From an optimization exercise on the open Yosys and OpenROAD flow, aimed at small area, a short achievable clock period and few clock cycles per item; shortcuts taken in it are not production practice.
The RTL was checked by simulation tests, not by an equivalence proof against the original design.
Power and IR drop assume default switching activity.

[constraint.sdc]
create_clock -name core_clock -period 7.5 [get_ports {clk_i}]
set_input_delay 1.5000 -clock core_clock [delete_from_list [all_inputs] [get_ports {clk_i}]]
set_output_delay 1.5000 -clock core_clock [all_outputs]
set_load 0.01 [all_outputs]
[config.mk]
export PLATFORM = sky130hd
export DESIGN_NAME = positional_list_engine_core
export DESIGN_NICKNAME = positional_list_engine_core
export VERILOG_FILES = /design/flow/design.v
export SDC_FILE = /design/flow/constraint.sdc
export NUM_CORES = 8
export LEC_CHECK = 0
export CAP_MARGIN = 20
export CORE_MARGIN = 2
export CORE_UTILIZATION = 22
export PLACE_DENSITY = 0.4
export SLEW_MARGIN = 20
[design.v]
package plec_pkg;
  localparam int CAPACITY_DEF   = 64;
  localparam int ENTRY_BITS_DEF = 8;
  localparam int OP_BITS     = 3;
  localparam int INDEX_BITS  = 7;
  localparam int VALUE_BITS  = 8;
  localparam int COUNT_BITS  = 8;
  localparam int STATUS_BITS = 2;
  typedef enum logic [OP_BITS-1:0] {
    OP_INSERT = 3'd0,
    OP_APPEND = 3'd1,
    OP_REMOVE = 3'd2,
    OP_READ   = 3'd3,
    OP_SWAP   = 3'd4
  } op_e;
  typedef enum logic [STATUS_BITS-1:0] {
    ST_OK    = 2'd0,
    ST_RANGE = 2'd1,
    ST_FULL  = 2'd2
  } status_e;
  typedef struct packed {
    op_e  op;
    logic commit;
  } cell_cmd_t;
endpackage
module plec_cell #(
  parameter int POS        = 0,
  parameter int ENTRY_BITS = plec_pkg::ENTRY_BITS_DEF,
  parameter int CNT_BITS   = 8
) (
  input  logic                          clk_i,
  input  plec_pkg::cell_cmd_t           cmd_i,
  input  logic [plec_pkg::INDEX_BITS-1:0] ia_i,
  input  logic [plec_pkg::INDEX_BITS-1:0] ib_i,
  input  logic [CNT_BITS-1:0]           count_i,
  input  logic [ENTRY_BITS-1:0]         wr_value_i,
  input  logic [ENTRY_BITS-1:0]         val_a_i,
  input  logic [ENTRY_BITS-1:0]         val_b_i,
  input  logic [ENTRY_BITS-1:0]         prev_i,
  input  logic [ENTRY_BITS-1:0]         next_i,
  output logic [ENTRY_BITS-1:0]         value_o,
  output logic [ENTRY_BITS-1:0]         sel_a_o,
  output logic [ENTRY_BITS-1:0]         sel_b_o
);
  logic [ENTRY_BITS-1:0] entry_q, entry_d;
  logic                  at_a, at_b, above_a, at_end;
  assign at_a    = (32'(ia_i) == POS);
  assign at_b    = (32'(ib_i) == POS);
  assign above_a = (POS > 32'(ia_i));
  assign at_end  = (32'(count_i) == POS);
  assign sel_a_o = at_a ? entry_q : '0;
  assign sel_b_o = at_b ? entry_q : '0;
  assign value_o = entry_q;
  always_comb begin
    entry_d = entry_q;
    if (cmd_i.commit) begin
      unique case (cmd_i.op)
        plec_pkg::OP_INSERT: begin
          if (at_a) begin
            entry_d = wr_value_i;
          end else if (above_a) begin
            entry_d = prev_i;
          end
        end
        plec_pkg::OP_APPEND: begin
          if (at_end) begin
            entry_d = wr_value_i;
          end
        end
        plec_pkg::OP_REMOVE: begin
          if (at_a || above_a) begin
            entry_d = next_i;
          end
        end
        plec_pkg::OP_SWAP: begin
          if (at_a) begin
            entry_d = val_b_i;
          end else if (at_b) begin
            entry_d = val_a_i;
          end
        end
        default: entry_d = entry_q;
      endcase
    end
  end
  always_ff @(posedge clk_i) begin
    entry_q <= entry_d;
  end
endmodule
module positional_list_engine_core #(
  parameter int CAPACITY   = plec_pkg::CAPACITY_DEF,
  parameter int ENTRY_BITS = plec_pkg::ENTRY_BITS_DEF
) (
  input  logic                              clk_i,
  input  logic                              rst_ni,
  input  logic                              req_valid_i,
  output logic                              req_ready_o,
  input  logic [plec_pkg::OP_BITS-1:0]      req_op_i,
  input  logic [plec_pkg::INDEX_BITS-1:0]   req_index_i,
  input  logic [plec_pkg::INDEX_BITS-1:0]   req_index_b_i,
  input  logic [plec_pkg::VALUE_BITS-1:0]   req_entry_value_i,
  output logic                              rsp_valid_o,
  input  logic                              rsp_ready_i,
  output logic [plec_pkg::VALUE_BITS-1:0]   rsp_read_value_o,
  output logic [plec_pkg::COUNT_BITS-1:0]   rsp_entry_count_o,
  output logic [plec_pkg::STATUS_BITS-1:0]  rsp_status_o
);
  localparam int CNT_BITS = $clog2(CAPACITY + 1);
  logic                  req_valid_q, req_valid_d;
  plec_pkg::op_e                   op_q;
  logic [plec_pkg::INDEX_BITS-1:0] ia_q, ib_q;
  logic [ENTRY_BITS-1:0] wr_value_q;
  logic [ENTRY_BITS+plec_pkg::VALUE_BITS-1:0] wr_ext;
  logic [CNT_BITS-1:0]   count_q, count_d;
  logic                  out_valid_q, out_valid_d;
  logic [plec_pkg::VALUE_BITS-1:0] out_value_q;
  logic [plec_pkg::COUNT_BITS-1:0] out_count_q;
  plec_pkg::status_e               out_status_q;
  logic                  accept, commit, is_full, a_out, b_out;
  plec_pkg::status_e               status;
  plec_pkg::cell_cmd_t             cmd;
  logic [ENTRY_BITS-1:0] cell_val [CAPACITY];
  logic [ENTRY_BITS-1:0] sel_a [CAPACITY];
  logic [ENTRY_BITS-1:0] sel_b [CAPACITY];
  logic [ENTRY_BITS-1:0] val_a, val_b, rd_value;
  logic [ENTRY_BITS+plec_pkg::VALUE_BITS-1:0] rd_ext;
  logic [CNT_BITS+plec_pkg::COUNT_BITS-1:0]   cnt_ext;
  assign commit      = req_valid_q && (!out_valid_q || rsp_ready_i);
  assign req_ready_o = !req_valid_q || commit;
  assign accept      = req_valid_i && req_ready_o;
  assign req_valid_d = accept ? 1'b1 : (commit ? 1'b0 : req_valid_q);
  assign out_valid_d = commit ? 1'b1 : (rsp_ready_i ? 1'b0 : out_valid_q);
  assign wr_ext = {{ENTRY_BITS{1'b0}}, req_entry_value_i};
  always_ff @(posedge clk_i or negedge rst_ni) begin
    if (!rst_ni) begin
      req_valid_q <= 1'b0;
      out_valid_q <= 1'b0;
      count_q     <= '0;
    end else begin
      req_valid_q <= req_valid_d;
      out_valid_q <= out_valid_d;
      count_q     <= count_d;
    end
  end
  always_ff @(posedge clk_i) begin
    if (accept) begin
      op_q       <= plec_pkg::op_e'(req_op_i);
      ia_q       <= req_index_i;
      ib_q       <= req_index_b_i;
      wr_value_q <= wr_ext[ENTRY_BITS-1:0];
    end
  end
  assign is_full = (count_q == CNT_BITS'(CAPACITY));
  assign a_out   = (32'(ia_q) >= 32'(count_q));
  assign b_out   = (32'(ib_q) >= 32'(count_q));
  always_comb begin
    unique case (op_q)
      plec_pkg::OP_INSERT: status = a_out ? plec_pkg::ST_RANGE : (is_full ? plec_pkg::ST_FULL : plec_pkg::ST_OK);
      plec_pkg::OP_APPEND: status = is_full ? plec_pkg::ST_FULL : plec_pkg::ST_OK;
      plec_pkg::OP_REMOVE: status = a_out ? plec_pkg::ST_RANGE : plec_pkg::ST_OK;
      plec_pkg::OP_READ:   status = a_out ? plec_pkg::ST_RANGE : plec_pkg::ST_OK;
      plec_pkg::OP_SWAP:   status = (a_out || b_out) ? plec_pkg::ST_RANGE : plec_pkg::ST_OK;
      default:   status = plec_pkg::ST_OK;
    endcase
  end
  assign cmd.op     = op_q;
  assign cmd.commit = commit && (status == plec_pkg::ST_OK);
  always_comb begin
    count_d = count_q;
    if (cmd.commit) begin
      case (op_q)
        plec_pkg::OP_INSERT, plec_pkg::OP_APPEND: count_d = count_q + CNT_BITS'(1);
        plec_pkg::OP_REMOVE:            count_d = count_q - CNT_BITS'(1);
        default:              count_d = count_q;
      endcase
    end
  end
  for (genvar i = 0; i < CAPACITY; i++) begin : g_cell
    logic [ENTRY_BITS-1:0] prev_val, next_val;
    if (i == 0) begin : g_first
      assign prev_val = cell_val[i];
    end else begin : g_prev
      assign prev_val = cell_val[i-1];
    end
    if (i == CAPACITY - 1) begin : g_last
      assign next_val = cell_val[i];
    end else begin : g_next
      assign next_val = cell_val[i+1];
    end
    plec_cell #(
      .POS       (i),
      .ENTRY_BITS(ENTRY_BITS),
      .CNT_BITS  (CNT_BITS)
    ) u_cell (
      .clk_i     (clk_i),
      .cmd_i     (cmd),
      .ia_i      (ia_q),
      .ib_i      (ib_q),
      .count_i   (count_q),
      .wr_value_i(wr_value_q),
      .val_a_i   (val_a),
      .val_b_i   (val_b),
      .prev_i    (prev_val),
      .next_i    (next_val),
      .value_o   (cell_val[i]),
      .sel_a_o   (sel_a[i]),
      .sel_b_o   (sel_b[i])
    );
  end
  always_comb begin
    val_a = '0;
    val_b = '0;
    for (int k = 0; k < CAPACITY; k++) begin
      val_a = val_a | sel_a[k];
      val_b = val_b | sel_b[k];
    end
  end
  assign rd_value = ((status == plec_pkg::ST_OK) && (op_q == plec_pkg::OP_READ || op_q == plec_pkg::OP_REMOVE))
                    ? val_a : '0;
  assign rd_ext   = {{plec_pkg::VALUE_BITS{1'b0}}, rd_value};
  assign cnt_ext  = {{plec_pkg::COUNT_BITS{1'b0}}, count_d};
  always_ff @(posedge clk_i) begin
    if (commit) begin
      out_value_q  <= rd_ext[plec_pkg::VALUE_BITS-1:0];
      out_count_q  <= cnt_ext[plec_pkg::COUNT_BITS-1:0];
      out_status_q <= status;
    end
  end
  assign rsp_valid_o       = out_valid_q;
  assign rsp_read_value_o  = out_value_q;
  assign rsp_entry_count_o = out_count_q;
  assign rsp_status_o      = out_status_q;
endmodule
[run.sh]
#!/bin/bash
# synth_recipe.tcl (not shown) runs the flow's synth.tcl, then flattens the netlist and writes it again
# the make line also repeats each setting of config.mk as NAME=value (left out here)
make -C /OpenROAD-flow-scripts/flow DESIGN_CONFIG=/design/flow/config.mk WORK_HOME=/design/flow/orfs CLKGATE_MAP_FILE= SYNTH_SCRIPT=/design/flow/synth_recipe.tcl finish
==> run notes <==
kinds of logic (layout without fill, tap and decap cells):
group           Yosys count  count (layout)  share of synthesized area [%]
simple gates           1022            1022                           12.7
flops                   563             563                           40.8
xor+xnor                  4               4                         0.0848
compound gates         1911            1911                           38.6
other cells               1              75                        0.00908
fa+ha+maj                18              18                          0.545
mux                      70              70                           1.84
buf+inv                 507             576                           5.47
worst max-delay path, delay by kind of cell, from the launching register on:
family	cells	cell delay, ns
AOI/OAI and AO/OA	1	0.26
and+or+nand+nor	6	3.52
DFF	1	0.68
buffers and inverters	2	0.98
flip-flops by register name, indices dropped and copies added (netlist names):
register	cells
op_q	3
g_cell.u_cell.entry_q	512
out_count_q	7
wr_value_q	8
count_q	7
req_valid_q	1
out_status_q	2
out_valid_q	1
ib_q	7
out_value_q	8
ia_q	7
worst min-delay path by stage:
| stage | startpoint | to | slack (ns) | cells after the start |
|---|---|---|---|---|
| 3_3_place_gp | req_valid_q | out_valid_q | 0.48 | 1 |
| 4_1_cts | req_valid_q | out_valid_q | 0.50 | 1 |
| 5_1_grt | req_valid_q | out_valid_q | 0.54 | 1 |
| 6_report | req_valid_q | out_valid_q | 0.50 | 1 |
| 2_1_floorplan | req_valid_q | out_valid_q | 0.46 | 1 |
| 3_5_place_dp | req_valid_q | out_valid_q | 0.48 | 1 |
through the flow:
step	area, um2	total power [uW]	std cells	utilization (%)
2_1_floorplan	41300	5670	4096	-
3_3_place_gp	46500	8020	6514	24.9
3_5_place_dp	46800	8020	6523	25.0
4_1_cts	49100	11700	6653	26.3
5_1_grt	49400	11900	6678	26.4
6_report	49500	12000	6734	26.5
layout make-up:
class                   count  area, um2
fillers                 19749     138000
multi-input cells        3026      23100
flip-flops and latches    563      16900
repair buffers            434       3830
well taps                2495       3120
clock buffers              91       1980
clock inverters            39        365
diodes                     74        185
inverters                  12       45.0
power by group through the flow:
stage          registers [uW]  logic [uW]  clock network, uW
6_report                 4460        3840               3680
3_5_place_dp             4450        3570                  0
5_1_grt                  4410        3760               3780
2_1_floorplan            3990        1670                  0
3_3_place_gp             4460        3560                  0
4_1_cts                  4390        3580               3690
per-layer routing:
layer  vias up  global-route usage (%)  wire [um]
met5         -                  0.0252        303
met4        44                    35.2      43500
met3      1613                    20.8      65000
met2      6067                    62.8     179000
met1     28033                    57.1     173000
li1      18497                       -          -
cell usage in the layout (no fill, tap or decap), types with 12 or more instances in the layout:
master / n
a22o_1: 45
clkdlybuf4s50_1: 47
nand4_1: 60
and3_1: 34
nor4_1: 23
nand4b_1: 12
mux2i_1: 41
nor2b_1: 19
diode_2: 74
o22ai_1: 50
nand3_1: 123
mux2_2: 26
o221ai_2: 54
and2_1: 13
a32oi_1: 64
nor2_2: 18
ha_1: 16
a211oi_1: 17
nor3_2: 32
nor2_1: 166
clkbuf_16: 77
edfxtp_1: 554
o21ai_0: 104
a221oi_1: 37
o21ai_1: 65
a21oi_1: 171
clkinv_1: 16
a222oi_1: 485
o221ai_1: 461
nand2_1: 327
a31o_2: 20
clkbuf_1: 14
buf_12: 35
a32o_1: 16
buf_4: 343
clkinv_2: 12
a31oi_1: 33
nor3_1: 43
a22oi_1: 201
inv_1: 12
==> impl_metrics.csv <==
group,metric,value,unit
routing,avgRoutedWirePerCell,68.5,um
clocking,ctsResizeCount,0,
timing,hold_viol,0,
logic_synthesis,synth.ff_latch_count,563,
setup_path,r2r_setup_slack,1.57,ns
clocking,postCtsHoldBufs,0,
place,port_buffers,47,
clocking,numClockSinks,563,
layout,num-nets-final,4158,
grt,track_usage,46.4,%
grt,grt_pass1_vias,47229,
setup_path,cp.arrival,6.40,ns
logic_synthesis,yosysMostFrequentCell,"edfxtp_1",
timing,setup_viol,0,
power,switching_share,43.3,%
clocking,worst_skew_pair.late_latency,0.77,ns
grt,antenna_found_initial,131,
power,p_switching,5190,uW
timing,worst_slack,1.57,ns
timing,fmaxAchievable,169,MHz
setup_path,crit_end,"g_cell[50].u_cell.entry_q[3]",
clocking,post_cts_buffers,0,
timing,timing.hold.ws,0.497,ns
floorplanning,die_h,437,um
place,dp_slack,1.86,ns
logic_synthesis,yosys_most_used_dff,"edfxtp_1",
logic_synthesis,synthTopCellsByArea,"edfxtp_1 40%, a222oi_1 12%, o221ai_1 9.8%",
routing,route.vias.total,54254,
clocking,h-tree-depth,3,
routing,ant_nets,0,
floorplanning,die_w,437,um
grt,grt_max_degree,151,
logic_synthesis,synth_seq_area_share,40.8,%
logic_synthesis,yosysWarnings,68,
timing,fin_tns_setup,0,ns
logic_synthesis,syn-instance-count,4096,
setup_path,timing_worst_setup_path_type,"reg -> reg",
layout,drive_gt1_share,18.2,%
routing,drcViolationCount,0,
floorplanning,row_count,159,
logic_synthesis,netlist.area_leader.share,40.3,%
floorplanning,num_io_pins,49,
clocking,clkSlewWorstSetupHoldPaths,0.06,ns
setup_path,worstPathRequired,7.96,ns
clocking,cts-root-buf,"clkbuf_16",
setup_path,reg2reg_to,"g_cell[50].u_cell.entry_q[3]",
floorplanning,core-area,187000,um2
logic_synthesis,synthArstFlopShare,1.60,%
power,intPower,6790,uW
run_status,run_status,"finished clean",
timing,clock_skew,0.0341,ns
setup_path,crit_path_max_incr_delay,0.91,ns
job,cap_violations,0,
place,place_congestion,1.16,
power,ir_drop,0.000184,V
logic_synthesis,synthesis.area,41300,um2
grt,grt_first_pass_wirelength,574,mm
logic_synthesis,synth_common_cells,"554 x edfxtp_1, 485 x a222oi_1, 461 x o221ai_1, 330 x nand2_1, 287 x clkbuf_1",
timing,rsz0062_at_grt,"false",
power,power.share.clock,30.7,%
timing,worstMarginPinSlew,1.34,ns
timing,slew_headroom,10.7,%
power,power_density,242,nW/um2
logic_synthesis,yosys.area.top_type,"edfxtp_1",
clocking,clock_path_buffers,3,
layout,area_delta_synth_final,19.9,%
timing,drv_slew,0,
floorplanning,floorplan.initialDensity,22.1,%
routing,routed_wirelength,461,mm
setup_path,worstPathCellList,"buf_4 -> and4b_2 -> nand4b_1 -> nand4_1 -> nor4_1 -> nand4_1 -> nor3_2 -> buf_4 -> o221ai_1",
logic_synthesis,syn-mean-instance-area,10.1,um2
power,p_comb_share,32.1,%
setup_path,reg2reg_from,"ia_q[1]",
setup_path,cp_max_fo,33,
routing,drt_first_pass_iters,15,
setup_path,worstSetupEndpointType,"register",
setup_path,cp-start-kind,"register",
setup_path,critPathLaunch,"ia_q[1]",
power,sequentialPowerShare,37.2,%
grt,overflow,0,
routing,drtIter0Drc,14385,
place,place_hpwl,343,mm
hold_path,hold_path.class,"reg -> reg",
floorplanning,dieArea,191000,um2
logic_synthesis,ys_types,84,
logic_synthesis,syn_nets,4143,
logic_synthesis,synth_enable_flop_cells,554,
clocking,tritoncts,"done",
clocking,cts_buffers,74,
setup_path,slowest_stage,"nand4_1",
timing,fin_crit_sh,79.1,%
routing,routed_via_density,8.06,
power,p_leak,0.0149,uW
timing,fin_crit,5.93,ns
setup_path,worst-r2r-cell-count,9,
Testbench counts, summed over its fixed seeds: cycles 16,016, items 16,000.

[what the ideal ports hide]
The results above use ideal ports. As a check the final layout listed here was re-extracted and re-timed, cells and wires unchanged. Step 1, drivers: a clkbuf_16 drives clk_i and a buf_2 each remaining input, both assumed. Step 2 also shifts input and output timing later by t, the mid clock arrival at the registers, as if the neighbouring blocks saw the same clock. Three values: ideal ports, drivers, drivers and shift; two values: the first two.
shift t [ns]: 0.841
setup slack, ns: 1.566 / 1.566 / 1.566
hold slack, ns: 0.497 / 0.497 / 0.497
After both steps setup and hold are still met in this run. For this run, drivers alone change the setup slack by 0.000 ns; drivers and shift together by 0.000 ns.
